This is an optimization exercise on Yosys and OpenROAD, whose aim is small area, a short achievable clock period and few clock cycles per item, not a production implementation. In this exercise RTL edits were held to simulation tests only and were not proved equivalent to the original. No activity file was given, so power comes from the tool's default toggle rates.

### run.sh
#!/bin/bash
# synth_recipe.tcl (not shown) runs the flow's synth.tcl, then flattens the netlist and writes it again
# the make line also repeats each setting of config.mk as NAME=value (left out here)
make -C /OpenROAD-flow-scripts/flow DESIGN_CONFIG=/design/flow/config.mk WORK_HOME=/design/flow/orfs CLKGATE_MAP_FILE= SYNTH_SCRIPT=/design/flow/synth_recipe.tcl finish
### constraint.sdc
create_clock -name core_clock -period 11.0 [get_ports {clk}]
set_input_delay 2.2000 -clock core_clock [delete_from_list [all_inputs] [get_ports {clk}]]
set_output_delay 2.2000 -clock core_clock [all_outputs]
set_load 0.01 [all_outputs]
### design.v
`timescale 1ns / 1ps
package wss_pkg;
    localparam int SIG_BYTES     = 24;
    localparam int LEN_W         = 5;
    localparam int SKIP_W        = 16;
    localparam int OFFSET_W      = 24;
    localparam int SEEN_W        = 25;
    localparam int CFG_INDEX_W   = 3;
    localparam int CFG_DATA_W    = 64;
    typedef enum logic [CFG_INDEX_W-1:0] {
        REG_PATTERN_LOW     = 3'd0,
        REG_PATTERN_MID     = 3'd1,
        REG_PATTERN_HIGH    = 3'd2,
        REG_CARE_MASK       = 3'd3,
        REG_PATTERN_LENGTH  = 3'd4,
        REG_SKIP_COUNT      = 3'd5,
        REG_SEARCH_DISTANCE = 3'd6
    } reg_index_t;
    typedef struct packed {
        logic [SIG_BYTES*8-1:0] pattern;
        logic [SIG_BYTES-1:0]   care;
        logic [LEN_W-1:0]       length;
        logic [SKIP_W-1:0]      skip;
        logic [OFFSET_W-1:0]    distance;
    } cfg_t;
    localparam logic [SIG_BYTES-1:0] CARE_RESET     = '1;
    localparam logic [LEN_W-1:0]     LENGTH_RESET   = 5'd1;
    localparam logic [OFFSET_W-1:0]  DISTANCE_RESET = 24'd1;
    localparam logic [SEEN_W-1:0]    SEEN_MAX       = '1;
endpackage
`timescale 1ns / 1ps
module wss_cfg_regs
(
    input  logic                               clk,
    input  logic                               rst_n,
    input  logic                               cfg_valid,
    output logic                               cfg_ready,
    input  logic [wss_pkg::CFG_INDEX_W-1:0]    cfg_index,
    input  logic [wss_pkg::CFG_DATA_W-1:0]     cfg_data,
    output wss_pkg::cfg_t                      cfg
);
    wss_pkg::cfg_t cfg_reg;
    assign cfg_ready = 1'b1;
    assign cfg       = cfg_reg;
    always_ff @(posedge clk or negedge rst_n)
    begin
        if (!rst_n)
        begin
            cfg_reg.pattern  <= '0;
            cfg_reg.care     <= wss_pkg::CARE_RESET;
            cfg_reg.length   <= wss_pkg::LENGTH_RESET;
            cfg_reg.skip     <= '0;
            cfg_reg.distance <= wss_pkg::DISTANCE_RESET;
        end
        else if (cfg_valid && cfg_ready)
        begin
            case (cfg_index)
                wss_pkg::REG_PATTERN_LOW:
                    cfg_reg.pattern[63:0] <= cfg_data;
                wss_pkg::REG_PATTERN_MID:
                    cfg_reg.pattern[127:64] <= cfg_data;
                wss_pkg::REG_PATTERN_HIGH:
                    cfg_reg.pattern[191:128] <= cfg_data;
                wss_pkg::REG_CARE_MASK:
                    cfg_reg.care <= cfg_data[wss_pkg::SIG_BYTES-1:0];
                wss_pkg::REG_PATTERN_LENGTH:
                    cfg_reg.length <= cfg_data[wss_pkg::LEN_W-1:0];
                wss_pkg::REG_SKIP_COUNT:
                    cfg_reg.skip <= cfg_data[wss_pkg::SKIP_W-1:0];
                wss_pkg::REG_SEARCH_DISTANCE:
                    cfg_reg.distance <= cfg_data[wss_pkg::OFFSET_W-1:0];
                default:
                    ;
            endcase
        end
    end
endmodule
`timescale 1ns / 1ps
module wss_match
#(
    parameter int PATTERN_BYTES = 24
)
(
    input  logic [PATTERN_BYTES*8-1:0]       window,
    input  logic [wss_pkg::LEN_W-1:0]        len,
    input  wss_pkg::cfg_t                    cfg,
    output logic                             hit
);
    always_comb
    begin
        logic [wss_pkg::LEN_W-1:0] idx;
        logic [7:0]                sig;
        logic                      care;
        hit = 1'b1;
        for (int j = 0; j < PATTERN_BYTES; j++)
        begin
            idx  = len - wss_pkg::LEN_W'(j) - wss_pkg::LEN_W'(1);
            sig  = '0;
            care = 1'b0;
            if (wss_pkg::LEN_W'(j) < len)
            begin
                sig  = cfg.pattern[idx*8 +: 8];
                care = cfg.care[idx];
            end
            if (care && (window[j*8 +: 8] != sig))
            begin
                hit = 1'b0;
            end
        end
    end
endmodule
`timescale 1ns / 1ps
module wildcard_signature_scanner_core
#(
    parameter int PATTERN_BYTES = 24
)
(
    input  logic                              clk,
    input  logic                              rst_n,
    input  logic                              cfg_valid,
    output logic                              cfg_ready,
    input  logic [wss_pkg::CFG_INDEX_W-1:0]   cfg_index,
    input  logic [wss_pkg::CFG_DATA_W-1:0]    cfg_data,
    input  logic                              item_valid,
    output logic                              item_stall,
    input  logic [7:0]                        data_byte,
    input  logic                              last_byte,
    output logic                              result_valid,
    input  logic                              result_stall,
    output logic                              found,
    output logic [wss_pkg::OFFSET_W-1:0]      match_offset
);
    localparam logic [wss_pkg::LEN_W-1:0] MAX_LEN = wss_pkg::LEN_W'(PATTERN_BYTES);
    localparam int WIN_W = PATTERN_BYTES * 8;
    wss_pkg::cfg_t                     cfg;
    logic                              item_full_reg;
    logic [7:0]                        byte_reg;
    logic                              last_reg;
    logic [PATTERN_BYTES*8-1:0]        window_reg;
    logic [PATTERN_BYTES*8-1:0]        window_next;
    logic [wss_pkg::SEEN_W-1:0]        seen_reg;
    logic [wss_pkg::SEEN_W-1:0]        seen_next;
    logic [wss_pkg::SKIP_W-1:0]        skipped_reg;
    logic [wss_pkg::SKIP_W-1:0]        skipped_next;
    logic                              done_reg;
    logic                              done_next;
    logic                              res_valid_reg;
    logic                              res_valid_next;
    logic                              found_reg;
    logic                              found_next;
    logic [wss_pkg::OFFSET_W-1:0]      offset_reg;
    logic [wss_pkg::OFFSET_W-1:0]      offset_next;
    logic [wss_pkg::LEN_W-1:0]         eff_len;
    logic [wss_pkg::SEEN_W-1:0]        seen_inc;
    logic [wss_pkg::SEEN_W-1:0]        start;
    logic                              candidate;
    logic                              hit;
    logic                              advance;
    logic                              item_take;
    wss_cfg_regs u_cfg
    (
        .clk       (clk),
        .rst_n     (rst_n),
        .cfg_valid (cfg_valid),
        .cfg_ready (cfg_ready),
        .cfg_index (cfg_index),
        .cfg_data  (cfg_data),
        .cfg       (cfg)
    );
    wss_match #(.PATTERN_BYTES(PATTERN_BYTES)) u_match
    (
        .window (window_next),
        .len    (eff_len),
        .cfg    (cfg),
        .hit    (hit)
    );
    assign advance    = item_full_reg && (!res_valid_reg || !result_stall);
    assign item_stall = item_full_reg && !advance;
    assign item_take  = item_valid && !item_stall;
    assign result_valid = res_valid_reg;
    assign found        = found_reg;
    assign match_offset = offset_reg;
    always_comb
    begin
        if (cfg.length == '0)
        begin
            eff_len = wss_pkg::LEN_W'(1);
        end
        else if (cfg.length > MAX_LEN)
        begin
            eff_len = MAX_LEN;
        end
        else
        begin
            eff_len = cfg.length;
        end
    end
    always_comb
    begin
        window_next = WIN_W'({window_reg, byte_reg});
        seen_inc    = (seen_reg == wss_pkg::SEEN_MAX) ? seen_reg : seen_reg + 1'b1;
        start       = seen_inc - wss_pkg::SEEN_W'(eff_len);
        candidate   = (seen_inc >= wss_pkg::SEEN_W'(eff_len)) &&
                      (start < wss_pkg::SEEN_W'(cfg.distance));
    end
    always_comb
    begin
        seen_next      = seen_reg;
        skipped_next   = skipped_reg;
        done_next      = done_reg;
        found_next     = found_reg;
        offset_next    = offset_reg;
        res_valid_next = res_valid_reg && result_stall;
        if (advance)
        begin
            res_valid_next = 1'b0;
            if (!done_reg)
            begin
                seen_next = seen_inc;
                if (candidate && hit)
                begin
                    if (skipped_reg >= cfg.skip)
                    begin
                        done_next      = 1'b1;
                        res_valid_next = 1'b1;
                        found_next     = 1'b1;
                        offset_next    = start[wss_pkg::OFFSET_W-1:0];
                    end
                    else
                    begin
                        skipped_next = skipped_reg + 1'b1;
                    end
                end
                if (last_reg && !done_next)
                begin
                    res_valid_next = 1'b1;
                    found_next     = 1'b0;
                    offset_next    = '0;
                end
            end
            if (last_reg)
            begin
                seen_next    = '0;
                skipped_next = '0;
                done_next    = 1'b0;
            end
        end
    end
    always_ff @(posedge clk or negedge rst_n)
    begin
        if (!rst_n)
        begin
            item_full_reg <= 1'b0;
            seen_reg      <= '0;
            skipped_reg   <= '0;
            done_reg      <= 1'b0;
            res_valid_reg <= 1'b0;
        end
        else
        begin
            if (item_take)
            begin
                item_full_reg <= 1'b1;
            end
            else if (advance)
            begin
                item_full_reg <= 1'b0;
            end
            seen_reg      <= seen_next;
            skipped_reg   <= skipped_next;
            done_reg      <= done_next;
            res_valid_reg <= res_valid_next;
        end
    end
    always_ff @(posedge clk)
    begin
        if (item_take)
        begin
            byte_reg <= data_byte;
            last_reg <= last_byte;
        end
        if (advance && !done_reg)
        begin
            window_reg <= window_next;
        end
        found_reg  <= found_next;
        offset_reg <= offset_next;
    end
endmodule
### config.mk
export PLATFORM = sky130hd
export DESIGN_NAME = wildcard_signature_scanner_core
export DESIGN_NICKNAME = wildcard_signature_scanner_core
export VERILOG_FILES = /design/flow/design.v
export SDC_FILE = /design/flow/constraint.sdc
export NUM_CORES = 4
export LEC_CHECK = 0
export CAP_MARGIN = 20
export CORE_MARGIN = 2
export CORE_UTILIZATION = 30
export SLEW_MARGIN = 20
==> results.json <==
{
  "rsz0062_at_grt": "false",
  "drtAntennaViolNets": 0,
  "cts_tree": "built",
  "period_minus_slack_ns": 9.32,
  "place_area_um2": 49900,
  "synthCells": 5128,
  "cts_sinks": 523,
  "pwr-share-comb": 0.638,
  "cts_setup_buffers": 0,
  "drtPass1Iterations": 8,
  "drv_cap": 0,
  "power_density_nw_per_um2": 288,
  "ctsHoldBuffers": 0,
  "synth_edf_count": 218,
  "cts.path.max_buffers": 3,
  "p_leak_nw": 19.4,
  "synth.distinct_cells": 111,
  "cpMostUsedCell": "a21o_1",
  "synth.avg_cell_area_um2": 9.09,
  "min_period_over_period": 0.848,
  "syn_nets": 5267,
  "die_y_um": 398,
  "clk_latency_ns": 0.68,
  "critPathArrivalTime_ns": 9.67,
  "slew_headroom": 0.111,
  "synth_area_leaders": "dfrtp_1, edfxtp_1, mux2_2",
  "use_met1": 0.402,
  "antenna_found_initial": 16,
  "worstSetupEndpointType": "flop",
  "cts_buffers": 66,
  "maxSlewViolCount": 0,
  "fin_nets": 5167,
  "status": "no timing/DRC/antenna violations",
  "wire_per_inst_um": 36.2,
  "power.share.clock": 0.156,
  "grt_pass1_vias": 43300,
  "fin_skew_ns": 0.0265,
  "area_growth_pct": 12.0,
  "worst_slew_pin_slew_ns": 1.33,
  "sw_frac_of_total": 0.541,
  "ctsResizeCount": 0,
  "grt_max_degree": 208,
  "yosys.area.top_type": "dfrtp_1",
  "hold_path.class": "flop to flop",
  "peakVddDrop_mv": 0.140,
  "cts_max_level": 3,
  "grt_pass1_wl_um": 355000,
  "hold_viol": 0,
  "dieWidth_um": 398,
  "wirelength_um": 258000,
  "yosysSeqAreaShare": 0.305,
  "async_flop_share": 0.583,
  "required_ns": 11.34,
  "grt_usage": 0.316,
  "vias": 47600,
  "p_int_mw": 6.90,
  "ys_ff_latch": 523,
  "drcViolationCount": 0,
  "clkTransAtPathRegs_ns": 0.06,
  "vias_per_cell": 6.67,
  "cts_root_buf": "clkbuf_16",
  "cpPeakStageDelay_ns": 0.75,
  "netlist_area_um2": 46600,
  "power.switching_mw": 8.13,
  "drive_gt1_frac": 0.169,
  "grt_overflow": 0,
  "seq_power_share": 0.206,
  "grt.busiest_layer": "met2",
  "initial_core_util": 0.302,
  "largest_register_ffs": 261,
  "synth_top_area_frac": 0.150,
  "postLayoutCellArea_um2": 52200,
  "grtUsageMet2": 0.451,
  "use_met3": 0.0825,
  "critPathLaunchType": "flop",
  "path_class": "flop to flop",
  "hpwl_um": 198000,
  "portBuffers": 107,
  "finalSetupViolCount": 0,
  "coreArea_um2": 154000,
  "drtIter0Drc": 7923,
  "fin_tns_setup_ns": 0,
  "rows": 144,
  "path_max_fanout": 59,
  "yosysWarnings": 3,
  "fmax_mhz": 107,
  "pin_count": 109,
  "gp_congestion": 1.10,
  "critPathSlowestCell": "dfrtp_4",
  "synth_ff_type": "dfrtp_1",
  "die_area_um2": 159000,
  "layout_common_cells": "nand2_1, mux2_2, dfrtp_1",
  "layout.cells.most_common": "nand2_1",
  "fillCellCount": 15900
}
[stage by stage]
step / worst slack [ns] / util / total power [mW] / hold slack [ns] / cells
2_1_floorplan: 2.42 / - / 8.26 / 0.426 / 5128
3_3_place_gp: 1.49 / 0.323 / 12.2 / 0.439 / 6999
3_5_place_dp: 1.90 / 0.324 / 12.2 / 0.460 / 7004
4_1_cts: 1.83 / 0.338 / 14.6 / 0.484 / 7122
5_1_grt: 1.14 / 0.339 / 15.4 / 0.493 / 7122
6_report: 1.68 / 0.339 / 15.0 / 0.480 / 7132
[cell type report]
cell class                 count  area, um2  share of cell area
multi-input combinational   4044      30300               0.580
sequential                   523      14200               0.272
tap                         2044       2560              0.0490
timing repair buffer         271       2390              0.0458
clock buffer                  85       1820              0.0348
inverter                     122        459             0.00879
clock inverter                33        457             0.00874
antenna                       10       25.0            0.000479
[cells by family after synthesis]
kind of cell,count (synthesis),synth area share
AOI/OAI and AO/OA,1563,0.243
xor gates and xnor gates,170,0.0321
adders and majority gates,59,0.0158
buffers and inverters,561,0.0520
DFF,523,0.305
muxes,661,0.162
other,1,0.0000804
and+or+nand+nor,1590,0.190
[synth_stat cells (all sizes together), types with 39 or more instances]
cell type / number
mux2: 347
a211oi: 69
o221ai: 46
a221oi: 101
dfrtp: 279
nand3b: 49
mux4: 40
or4b: 56
nor2b: 126
edfxtp: 218
nor4: 50
a21o: 50
buf: 206
nor3: 93
mux2i: 274
ha: 58
a221o: 40
nand2b: 39
nand4: 70
o211ai: 163
a22oi: 86
nand2: 398
o22ai: 67
or4bb: 54
inv: 120
xor2: 62
o21a: 44
and3: 52
a21oi: 205
o21ai: 275
nand3: 161
a31oi: 48
clkbuf: 233
xnor2: 108
nor2: 256
[critical path, delay by kind of cell, from the launching register on]
kind | cells | cell delay (ns)
adder cells (fa/ha/maj) | 4 | 0.96
AND/OR/NAND/NOR | 10 | 3.38
XOR/XNOR | 1 | 0.25
AO/OA/AOI/OAI | 12 | 2.30
buffers and inverters | 5 | 1.26
flip-flops | 1 | 0.75
[power by group through the flow]
stage	Combinational, mW	Clock [mW]	Sequential (mW)
global route	9.82	2.45	3.11
global placement	9.08	0	3.08
CTS	9.13	2.38	3.05
detailed placement	9.10	0	3.09
finish	9.60	2.34	3.10
floorplan	5.54	0	2.72
[per-layer routing]
layer,up-vias,wire [um],part of all wire
met1,23900,99100,0.38
met5,-,76,0.00029
li1,19900,-,-
met4,10,25800,0.10
met2,3113,105000,0.41
met3,717,27800,0.11
[worst paths after layout]
kind | to | startpoint | slack, ns | depth (start not counted)
max in group asynchronous | u_cfg.cfg_reg[130]$_DFFE_PN0P_ | rst_n | 7.91 | 2
setup / recovery | offset_reg[16]$_SDFFCE_PP0P_ | u_cfg.cfg_reg[41]$_DFFE_PN0P_ | 1.68 | 32
hold / removal | window_reg[1]$_DFFE_PP_ | byte_reg[1]$_DFFE_PP_ | 0.48 | 0
min in group asynchronous | skipped_reg[11]$_DFFE_PN0P_ | rst_n | 1.54 | 1
hold reg to reg | window_reg[1]$_DFFE_PP_ | byte_reg[1]$_DFFE_PP_ | 0.48 | 0
setup reg to reg | offset_reg[16]$_SDFFCE_PP0P_ | u_cfg.cfg_reg[41]$_DFFE_PN0P_ | 1.68 | 32
Testbench counts, summed over its fixed seeds: cycles 72,766, bytes 72,386.

==> afterwards: timing with drivers on the ports <==
How much do the figures lean on ideal ports? The routed layout below was timed once more, with nothing changed but the port constraints. Step 1 sets driving cells, clkbuf_16 on the clock port and buf_2 on the other inputs (assumed; they add their load-dependent delay and slew). Step 2 moves the port delays by t, midway between the first and last clock arrival at a register: inputs arrive t later, outputs are due t later. That takes back most of the time a late clock gives input paths. Slacks: ideal ports / drivers / drivers and shift; pairs: ideal ports / drivers.
shift t [ns]: 0.752
slack for setup (ns): 1.677 / 1.677 / 1.677
worst hold slack (ns): 0.480 / 0.480 / 0.480
worst slew at a driven data input, ns: 0.08
After both steps setup and hold are still met in this run. The setup slack of this run moves by 0.000 ns with the drivers and by 0.000 ns with both steps.
